Background: an optimization exercise with open tools, aiming at small area and a short achievable clock period. Do not read the settings as production practice.
At most, simulation tests tie the RTL to the original design; equivalence was not proved.
No activity file was given, so power comes from the tool's default toggle rates.

## P
Design mac_array_2x2, start of the top module:
module mac_array_2x2
#(
  parameter int DATA_W = mac_pkg::DATA_W,
  parameter int ACC_W  = mac_pkg::ACC_W
) (
  input  logic                  clk,
  input  logic                  rst_n,
  input  logic                  en,
  input  logic                  clear,
  input  logic [4*DATA_W-1:0]   a,
  input  logic [4*DATA_W-1:0]   b,
  output logic [4*ACC_W-1:0]    acc
);
For scale: about 170 flip-flops, roughly 0.017 mm^2 of cells after synthesis.
export LEC_CHECK = 0
export CAP_MARGIN = 20
export CORE_MARGIN = 2
export CORE_UTILIZATION = 40
export SETUP_SLACK_MARGIN = 2.5
export SLEW_MARGIN = 20
export SYNTH_HIERARCHICAL = 1
export SYNTH_MINIMUM_KEEP_SIZE = 0
create_clock -name core_clock -period 6.5 [get_ports {clk}]
standard.sh (not shown) runs the stock make flow with config.mk's settings and CLKGATE_MAP_FILE= SYNTH_SCRIPT=/design/flow/synth_recipe.tcl, a recipe that flattens the netlist after the stock synthesis.
==> flow/flow/run.sh <==
#!/bin/bash
# Layout: the standard flow (standard.sh), with the port buffers that
# global placement inserts made plain buf_1 cells (the resizer sizes them up
# where timing needs it) instead of the delay buffers the resizer picks by
# default.  make's full output goes to standard.log; each ORFS step also keeps
# its own log under orfs/logs/.
set -euo pipefail
export BUFFER_PORTS_ARGS="-buffer_cell sky130_fd_sc_hd__buf_1"
bash standard.sh > standard.log 2>&1
The flow did not stop early for P: all stages ran, and the layout cleared the timing, DRC and antenna checks.
For Q, these inputs were changed with respect to P:
Settings: SETUP_SLACK_MARGIN: 2.5 -> 2.3.
Notes after the runs:
P and Q all finish clean. Net switching power: Q < P. Diff P..Q | mean instance size in the synthesized netlist | unchanged. Delta (Q minus P): footprint of the multi-input gates went down about 2.7%, post-place setup slack fell by 700 ps.

---

Setup of run A:
Another version of the RTL of mac_array_2x2 (not shown whole).
Size: ~1900 cells after synthesis, roughly 140 flip-flops, about 200 I/O pins, roughly 16000 sq um of cells after synthesis.
export LEC_CHECK = 0
export CAP_MARGIN = 20
export CORE_MARGIN = 2
export CORE_UTILIZATION = 40
export SLEW_MARGIN = 20
create_clock -name core_clock -period 6.5 [get_ports {clk}]
run.sh (not shown) runs the stock make flow with config.mk's settings and CLKGATE_MAP_FILE= SYNTH_SCRIPT=/design/flow/synth_recipe.tcl, a recipe that flattens the netlist after the stock synthesis.
Stock flow here: none of the scripts above is used.
Relative to run A, the following input files were edited for run B:
- SETUP_SLACK_MARGIN newly set to 2.0
==> results.txt <==
Every stage of the flow completed for run B, and the final layout passed the timing, DRC and antenna checks.
Overall die height: run A vs run B — no meaningful difference
When the final numbers for run A and run B were put side by side, the setup slack after layout turned out to be smaller in run A.
Diff run A -> run B: fraction of area in multi-input gates lost 0.85 points, post-route worst hold slack picked up an extra 31 ps, compound-cell area share of the yosys netlist neither gained nor lost much, sequential share of layout area lost 1.3 points.
The inputs of run C differ from those of run B as listed below.
- SETUP_SLACK_MARGIN now 1.0, was 2.0
### Flow results
- Run C against run B: count of vias placed by the detailed router saw a decrease; number of nets at the end of the flow saw a decrease; critical path data arrival time saw an increase.
- Summary of run C over run B: maximum net fanout on the critical path has decreased; worst-case vdd ir drop has remained practically unchanged; share of the core filled with cells in the final layout has decreased; final clock period utilization by the worst path has increased; number of non-clock buffers in the layout has decreased.
- In run C, the worst setup slack came out 370 ps below the value in run B.
- Against run B, run C comes in 1.2 points lower on overall global routing resource usage.
- Between run C and run B, the worst slack on hold paths is lower for run C.
- Run comparison: run B termination of the worst setup path g_row[0].g_col[1].u_pe.dec_r; run C termination of the worst setup path g_row[0].g_col[0].u_pe.dec_r
> inputs changed (run C -> run D)
==> flow/flow/run.sh (new file) <==
#!/bin/bash
# Layout: the standard flow (standard.sh), with the port buffers that
# global placement inserts made plain buf_2 cells instead of the delay buffers
# the resizer picks by default.  make's full output goes to standard.log; each
# ORFS step also keeps its own log under orfs/logs/.
set -euo pipefail
export BUFFER_PORTS_ARGS="-buffer_cell sky130_fd_sc_hd__buf_2"
bash standard.sh > standard.log 2>&1
==> flow/standard.sh (new file) <==
#!/bin/bash
# synth_recipe.tcl (not shown) runs the flow's synth.tcl, then flattens the netlist and writes it again
# the make line also repeats each setting of config.mk as NAME=value (left out here)
make -C /OpenROAD-flow-scripts/flow DESIGN_CONFIG=/design/flow/config.mk WORK_HOME=/design/flow/orfs CLKGATE_MAP_FILE= SYNTH_SCRIPT=/design/flow/synth_recipe.tcl "${@:-finish}"
removed: flow/run.sh
Notes after the runs:
Taking run C as the reference, in run D via count ~0 delta; design area -1200 sq um; count of port buffers added during placement ~0 delta; total power -0.00057 W; power density relative to cell area -6.1 nW/um^2.

---

north:
mac_array_2x2, a different RTL version from the one above (not shown whole).
Size: ~180 flip-flops, ~17,000 sq um of cells after synthesis.
==> flow/config.mk <==
export PLATFORM = sky130hd
export DESIGN_NAME = mac_array_2x2
export DESIGN_NICKNAME = mac_array_2x2
export VERILOG_FILES = /design/flow/design.v
export SDC_FILE = /design/flow/constraint.sdc
export NUM_CORES = 4
export LEC_CHECK = 0
export CAP_MARGIN = 20
export CORE_MARGIN = 2
export CORE_UTILIZATION = 40
export SETUP_SLACK_MARGIN = 1.8
export SLEW_MARGIN = 20
==> flow/constraint.sdc <==
create_clock -name core_clock -period 6.5 [get_ports {clk}]
set_input_delay 1.3000 -clock core_clock [delete_from_list [all_inputs] [get_ports {clk}]]
set_output_delay 1.3000 -clock core_clock [all_outputs]
set_load 0.01 [all_outputs]
standard.sh (not shown) runs the stock make flow with config.mk's settings and CLKGATE_MAP_FILE= SYNTH_SCRIPT=/design/flow/synth_recipe.tcl, a recipe that flattens the netlist after the stock synthesis.
==> flow/flow/run.sh <==
#!/bin/bash
# Layout: the standard flow (standard.sh), with the port buffers that
# global placement inserts made plain buf_2 cells instead of the delay buffers
# the resizer picks by default.  make's full output goes to standard.log; each
# ORFS step also keeps its own log under orfs/logs/.
set -euo pipefail
export BUFFER_PORTS_ARGS="-buffer_cell sky130_fd_sc_hd__buf_2"
bash standard.sh > standard.log 2>&1
north | status: complete | timing, DRC, antenna: pass
Here is what was changed in the inputs of south compared with north.
# north
export LEC_CHECK = 0
export CAP_MARGIN = 20
export CORE_MARGIN = 2
export CORE_UTILIZATION = 40
export SETUP_SLACK_MARGIN = 1.8
export SLEW_MARGIN = 20
create_clock -name core_clock -period 6.5 [get_ports {clk}]
# south
export LEC_CHECK = 0
export CAP_MARGIN = 20
export CORE_MARGIN = 2
export CORE_UTILIZATION = 40
export SETUP_SLACK_MARGIN = 2.2
export SLEW_MARGIN = 20
create_clock -name core_clock -period 6.5 [get_ports {clk}]
==> comparison <==
[compare] base=north new=south: final cell count without fillers now sits higher; met2 layer wire length in the routed design now sits higher.
Critical path endpoint: acc[60] -> south, acc[28] -> north
Delta (south minus north): maximum vdd drop has increased; count of plain and timing-repair buffers in the layout rose by 33; area after detailed placement stayed essentially flat; portion of the clock cycle consumed by the worst path in the final layout dropped 1.5 points.
Fraction of final layout cells with drive strength greater than 1 for south: 4.8 points up relative to north
Relative to north, fmax has gone up in south.
Against north as the reference, south delivers a higher post-CTS setup buffer count.
Function was not checked in any run of this note: the RTL went through the layout flow alone.

---

== wip/pepper ==
Another version of the RTL of mac_array_2x2 (not shown whole).
For scale: roughly 1700 cells after synthesis, about 170 flip-flops, roughly 200 I/O pins.
clock: 6.5 ns
lec_check: 0
cap_margin: 20
core_margin: 2
core_utilization: 55
cts_buf_list: sky130_fd_sc_hd__clkbuf_4 sky130_fd_sc_hd__clkbuf_8
place_density: 0.8
setup_slack_margin: 2.3
slew_margin: 20
synth_hierarchical: 1
synth_minimum_keep_size: 0
==> flow/flow/run.sh <==
#!/bin/bash
# Layout: the standard flow (standard.sh), with the port buffers that
# global placement inserts made plain buf_1 cells (the resizer sizes them up
# where timing needs it) instead of the delay buffers the resizer picks by
# default.  make's full output goes to standard.log; each ORFS step also keeps
# its own log under orfs/logs/.
set -euo pipefail
export BUFFER_PORTS_ARGS="-buffer_cell sky130_fd_sc_hd__buf_1"
bash standard.sh > standard.log 2>&1
What wip/amber does differently from wip/pepper at the input level:
Settings: a change of CORE_UTILIZATION from 55 to 40; a deleted PLACE_DENSITY that had been 0.8.
--- outcome ---
Sequential share of layout area delta for wip/amber relative to wip/pepper: 0.34 points lower
What wip/pepper reported for vertical die dimension has to be multiplied by 1.17 to get the figure for wip/amber.
Compare wip/pepper and wip/amber | final-layout worst hold slack lower: wip/amber
Between wip/pepper and wip/amber, the register-to-register slack is lower for wip/pepper.
When wip/amber is measured against wip/pepper, its post-layout utilization of the core turns out 16 points lower.
In wip/amber relative to wip/pepper, final standard cell count with taps included and fillers excluded had gone up by a little under 10%.
Modified inputs, wip/delta compared to wip/amber
Settings: changing CORE_UTILIZATION from 40 to 55.
==> comparison <==
wip/amber vs wip/delta, top routing layer in use: met4 vs met5. wip/delta reports a higher initial antenna violation count than wip/amber does. On clock network power consumption, wip/delta does better than wip/amber. Between wip/delta and wip/amber, worst slew slack as a fraction of its limit is lower for wip/delta, wip/amber comes in above that. Of wip/delta and wip/amber, the run reporting the lower clock power share was wip/delta. Looking at critical path depth, wip/delta sits 1 higher than wip/amber does. Cmp wip/delta and wip/amber / non-clock buffer area fraction after layout / lower: wip/delta. The total power of wip/delta was superior to that of wip/amber.
The inputs of wip/onyx differ from those of wip/delta as listed below.
Settings: GPL_ROUTABILITY_DRIVEN now 0, previously not set.
### Flow results
All of wip/delta and wip/onyx finish clean.
wip/onyx vs. wip/delta: length of routed met3 wiring comparable, detailed-routing iteration count for the pre-antenna-repair pass level.
wip/delta and wip/onyx ended up with nearly the same met1 track utilization from global routing.

---

JK:
RTL: one of the versions met above, not the one the previous note started from.
Size: about 200 I/O pins, roughly 17000 µm² of cells after synthesis.
Settings: LEC_CHECK=0, CAP_MARGIN=20, CORE_MARGIN=2, CORE_UTILIZATION=40, SETUP_SLACK_MARGIN=2.0, SLEW_MARGIN=20; clock period 6.5 ns.
==> flow/flow/run.sh <==
#!/bin/bash
# Layout: the standard flow (standard.sh), with the port buffers that
# global placement inserts made plain buf_2 cells instead of the delay buffers
# the resizer picks by default.  make's full output goes to standard.log; each
# ORFS step also keeps its own log under orfs/logs/.
set -euo pipefail
export BUFFER_PORTS_ARGS="-buffer_cell sky130_fd_sc_hd__buf_2"
bash standard.sh > standard.log 2>&1
What MS does differently from JK at the input level:
==> flow/flow/run.sh <==
#!/bin/bash
# Layout: the standard flow (standard.sh), with the port buffers that
# global placement inserts made plain buf_1 cells (the resizer sizes them up
# where timing needs it) instead of the delay buffers the resizer picks by
# default.  make's full output goes to standard.log; each ORFS step also keeps
# its own log under orfs/logs/.
set -euo pipefail
export BUFFER_PORTS_ARGS="-buffer_cell sky130_fd_sc_hd__buf_1"
bash standard.sh > standard.log 2>&1
--- outcome ---
- Compared with JK, MS instantiates a smaller number of cells.
- On share of power burned in the clock network: between MS and JK, it ends up lower for JK.
- Reported for MS and JK, starting density of the core turned out identical to the last digit.
- MS vs JK: wire length of the first global-routing pass down slightly
- MS vs. JK: wire length on met2 now larger, utilization now smaller, register share of total power now larger, number of antenna violations at the first check in global routing now smaller, final design instance area without fill now smaller.
- MS vs. JK: area overhead of the layout relative to synthesis went down, shortest period the worst path allows went down.
No functional check of the RTL was part of any run of this note.

-- static timing again, ports no longer ideal --
The results above use ideal ports. As a check the final layouts listed here were re-extracted and re-timed, cells and wires unchanged. Step 1, drivers: a clkbuf_16 drives clk and a buf_2 each remaining input, both assumed. Step 2 times the ports against the registers' clock, not the clock port: input delays grow and output delays shrink by t, the midpoint of the rising clock arrivals with the driver on. Slacks: no drivers / after step 1 / after step 2; pairs: no drivers / after step 1.
run | t, ns | setup WS [ns] | worst setup path after step 2 | worst register clock-pin slew, ns
P | 0.530 | 2.400 / 2.386 / 1.875 | input to register | 0.07 / 0.07
Q | 0.532 | 2.359 / 2.331 / 1.840 | input to register | 0.07 / 0.07
run A | 0.512 | 0.838 / 0.829 / 0.356 | input to register | 0.07 / 0.07
run B | 0.523 | 1.499 / 1.332 / 0.809 | input to register | 0.08 / 0.08
run C | 0.530 | 1.127 / 1.157 / 0.626 | input to register | 0.08 / 0.08
run D | 0.529 | 1.195 / 1.161 / 0.632 | input to register | 0.08 / 0.08
north | 0.540 | 2.035 / 1.978 / 1.531 | input to register | 0.07 / 0.07
south | 0.518 | 2.133 / 2.078 / 1.823 | input to register | 0.08 / 0.08
wip/pepper | 0.534 | 2.319 / 2.334 / 1.801 | input to register | 0.11 / 0.11
wip/amber | 0.613 | 2.402 / 2.411 / 1.805 | input to register | 0.11 / 0.11
wip/delta | 0.526 | 2.350 / 2.365 / 1.839 | input to register | 0.09 / 0.09
wip/onyx | 0.526 | 2.350 / 2.365 / 1.839 | input to register | 0.09 / 0.09
JK | 0.536 | 2.083 / 2.029 / 1.776 | input to register | 0.07 / 0.07
MS | 0.540 | 2.089 / 2.036 / 1.851 | input to register | 0.07 / 0.07
After both steps every run listed still meets setup and hold. For run B, which loses most, drivers alone change the setup slack by -0.167 ns; drivers and shift together by -0.690 ns.
